What follows belongs to an exercise in optimizing a design on an open flow for small area; a production flow would make more cautious choices. RTL that was checked went through simulation tests only; none was proved equivalent to the original. No activity file was given, so power comes from the tool's default toggle rates.

middle:
==> module csr_rmux, before the edit <==
module csr_rmux (
  input  logic [5:0]      sel_lo,
  input  logic [5:0]      sel_hi,
  input  logic [3:0]      sel_evt,
  input  logic            sel_inh,
  input  logic [6*64-1:0] cnt,
  input  logic [19:0]     evt,
  input  logic [6:0]      inh,
  output logic [31:0]     rdata
);
  logic [31:0] xtra;        
  logic [11:0] sel, sel_n;
  always_comb begin
    xtra = '0;
    for (int k = 0; k < 4; k++)
      xtra = xtra | {27'd0, {5{sel_evt[k]}} & evt[5*k +: 5]};
    xtra = xtra | {25'd0, {7{sel_inh}} & inh};
    for (int k = 0; k < 6; k++) begin
      sel[2*k]   = sel_lo[k];
      sel[2*k+1] = sel_hi[k];
    end
    sel_n = ~sel;
  end
  for (genvar b = 0; b < 32; b++) begin : g_bit
    logic [11:0] dat;
    for (genvar k = 0; k < 6; k++) begin : g_k
      assign dat[2*k]   = cnt[64*k + b];
      assign dat[2*k+1] = cnt[64*k + 32 + b];
    end
    if (b % 2 == 1 && b < 7) begin : g_ox
      csr_rmux_bitnx u_bit (.sel_n(sel_n), .dat_n(dat), .x(xtra[b]), .y(rdata[b]));
    end else if (b % 2 == 1) begin : g_o
      csr_rmux_bitn u_bit (.sel_n(sel_n), .dat_n(dat), .y(rdata[b]));
    end else if (b < 7) begin : g_x
      csr_rmux_bitx u_bit (.sel(sel), .dat(dat), .x(xtra[b]), .y(rdata[b]));
    end else begin : g_e
      csr_rmux_bit u_bit (.sel(sel), .dat(dat), .y(rdata[b]));
    end
  end
endmodule
==> module csr_rmux_bitn, before the edit <==
module csr_rmux_bitn (
  input  logic [11:0] sel_n,
  input  logic [11:0] dat_n,
  output logic        y
);
  logic [5:0] t;
  for (genvar j = 0; j < 6; j++) begin : g_t
    csr_oai2 u_t (.s_n(sel_n[2*j +: 2]), .d_n(dat_n[2*j +: 2]), .y(t[j]));
  end
  assign y = |t;
endmodule
==> module csr_rmux_bitnx, before the edit <==
module csr_rmux_bitnx (
  input  logic [11:0] sel_n,
  input  logic [11:0] dat_n,
  input  logic        x,
  output logic        y
);
  logic [5:0] t;
  for (genvar j = 0; j < 6; j++) begin : g_t
    csr_oai2 u_t (.s_n(sel_n[2*j +: 2]), .d_n(dat_n[2*j +: 2]), .y(t[j]));
  end
  assign y = (|t) | x;
endmodule
==> module csr_oai2, before the edit <==
module csr_oai2 (
  input  logic [1:0] s_n,
  input  logic [1:0] d_n,
  output logic       y
);
  assign y = ~((s_n[0] | d_n[0]) & (s_n[1] | d_n[1]));
endmodule
export LEC_CHECK = 0
export CAP_MARGIN = 5
export CORE_MARGIN = 2
export CORE_UTILIZATION = 65
export SLEW_MARGIN = 5
export SYNTH_HIERARCHICAL = 1
create_clock -name core_clock -period 6.5 [get_ports {clk}]
standard.sh (not shown) runs the stock make flow with config.mk's settings and CLKGATE_MAP_FILE= SYNTH_SCRIPT=/design/flow/synth_recipe.tcl, a recipe that flattens the netlist after the stock synthesis.
==> flow/flow/run.sh <==
#!/bin/bash
set -euo pipefail
here=$(pwd)
{
  echo 'proc abc {args} {'
  echo '  set i [lsearch -exact $args -script]'
  echo "  if {\$i >= 0} { lset args [expr {\$i + 1}] $here/flow/abc_area_delay.script }"
  echo '  yosys abc {*}$args'
  echo '}'
  cat synth_recipe.tcl
} > flow_synth.tcl
export CTS_ARGS="-sink_clustering_enable -repair_clock_nets -dont_use_dummy_load -sink_clustering_size 24 -sink_clustering_max_diameter 100 -buf_list sky130_fd_sc_hd__clkbuf_16"
export BUFFER_PORTS_ARGS="-buffer_cell sky130_fd_sc_hd__buf_1"
export REMOVE_ABC_BUFFERS=1
bash standard.sh SYNTH_SCRIPT="$here/flow_synth.tcl" finish > flow_run.log 2>&1
==> flow/flow/abc_area_delay.script <==
&get -n
&st
&dch
&nf
&st
&syn2
&if -g -K 6
&synch2
&nf
&st
&syn2
&if -g -K 6
&synch2
&nf
&st
&syn2
&if -g -K 6
&synch2
&nf
&st
&syn2
&if -g -K 6
&synch2
&nf
&st
&syn2
&if -g -K 6
&synch2
&nf
&put
topo
diff inputs: middle => south
diff --git a/flow/design.v b/flow/design.v
--- a/flow/design.v
+++ b/flow/design.v
@@ -286,7 +286,8 @@
   output logic [31:0]     rdata
 );
   logic [31:0] xtra;        
-  logic [11:0] sel, sel_n;
+  logic [11:0] sel;
+  logic        any;
   always_comb begin
     xtra = '0;
     for (int k = 0; k < 4; k++)
@@ -296,7 +297,7 @@
       sel[2*k]   = sel_lo[k];
       sel[2*k+1] = sel_hi[k];
     end
-    sel_n = ~sel;
+    any = |sel;
   end
   for (genvar b = 0; b < 32; b++) begin : g_bit
     logic [11:0] dat;
@@ -305,9 +306,9 @@
       assign dat[2*k+1] = cnt[64*k + 32 + b];
     end
     if (b % 2 == 1 && b < 7) begin : g_ox
-      csr_rmux_bitnx u_bit (.sel_n(sel_n), .dat_n(dat), .x(xtra[b]), .y(rdata[b]));
+      csr_rmux_bitnx u_bit (.sel(sel), .any(any), .dat_n(dat), .x(xtra[b]), .y(rdata[b]));
     end else if (b % 2 == 1) begin : g_o
-      csr_rmux_bitn u_bit (.sel_n(sel_n), .dat_n(dat), .y(rdata[b]));
+      csr_rmux_bitn u_bit (.sel(sel), .any(any), .dat_n(dat), .y(rdata[b]));
     end else if (b < 7) begin : g_x
       csr_rmux_bitx u_bit (.sel(sel), .dat(dat), .x(xtra[b]), .y(rdata[b]));
     end else begin : g_e
@@ -339,27 +340,29 @@
   assign y = ~(&t_n) | x;
 endmodule
 module csr_rmux_bitn (
-  input  logic [11:0] sel_n,
+  input  logic [11:0] sel,
+  input  logic        any,
   input  logic [11:0] dat_n,
   output logic        y
 );
-  logic [5:0] t;
-  for (genvar j = 0; j < 6; j++) begin : g_t
-    csr_oai2 u_t (.s_n(sel_n[2*j +: 2]), .d_n(dat_n[2*j +: 2]), .y(t[j]));
+  logic [3:0] t_n;
+  for (genvar j = 0; j < 4; j++) begin : g_t
+    csr_aoi3 u_t (.s(sel[3*j +: 3]), .d(dat_n[3*j +: 3]), .y_n(t_n[j]));
   end
-  assign y = |t;
+  assign y = any & (&t_n);
 endmodule
 module csr_rmux_bitnx (
-  input  logic [11:0] sel_n,
+  input  logic [11:0] sel,
+  input  logic        any,
   input  logic [11:0] dat_n,
   input  logic        x,
   output logic        y
 );
-  logic [5:0] t;
-  for (genvar j = 0; j < 6; j++) begin : g_t
-    csr_oai2 u_t (.s_n(sel_n[2*j +: 2]), .d_n(dat_n[2*j +: 2]), .y(t[j]));
+  logic [3:0] t_n;
+  for (genvar j = 0; j < 4; j++) begin : g_t
+    csr_aoi3 u_t (.s(sel[3*j +: 3]), .d(dat_n[3*j +: 3]), .y_n(t_n[j]));
   end
-  assign y = (|t) | x;
+  assign y = (any & (&t_n)) | x;
 endmodule
 module csr_aoi3 (
   input  logic [2:0] s,
@@ -368,10 +371,3 @@
 );
   assign y_n = ~(|(s & d));
 endmodule
-module csr_oai2 (
-  input  logic [1:0] s_n,
-  input  logic [1:0] d_n,
-  output logic       y
-);
-  assign y = ~((s_n[0] | d_n[0]) & (s_n[1] | d_n[1]));
-endmodule
Results
middle -> south: post-CTS setup-driven buffer insertion count delta 0, exact match
The number of inverters outside the clock class in the layout reported for south is smaller than that of middle by 12.
Route | south vs middle | wire longer in south
middle → south: routed wire length per instance increased by 1.2 microns relative to the old numbers; number of top-level design ports comparable; count of nets after finishing lost 33; worst hold margin went down 0.0050 ns.
Clock power share in south is 0.2 points lower than in middle
When south is set beside middle, its number of distinct library cells after synthesis turns out to be 1 larger.
south ended up with a higher part of the cycle the worst path needs than middle did.
south vs middle: total met3 wirelength after detailed routing up
Function not checked in south: the RTL went through the layout flow alone.

[separate check: timing with driven ports]
How much do the figures lean on ideal ports? The routed layouts below were timed once more, with nothing changed but the port constraints. Step 1 assumes that a clkbuf_16 drives the clock port and a buf_2 every other input. Step 2, shift: input delay + t, output delay - t, t = (earliest + latest rising clock arrival at the registers) / 2. This alone moves slack from input paths to output paths. Slacks: no drivers / after step 1 / after step 2; pairs: no drivers / after step 1.
| run | shift t [ns] | setup WS [ns] | worst setup path at the end | worst register clock-pin slew, ns | pins driven straight from the clock port |
|---|---|---|---|---|---|
| middle | 0.588 | 0.700 / 0.716 / 0.143 | input to register | 0.10 / 0.10 | 1 |
| south | 0.589 | 0.558 / 0.590 / 0.001 | input to register | 0.10 / 0.10 | 1 |
After both steps every run listed still meets setup and hold.
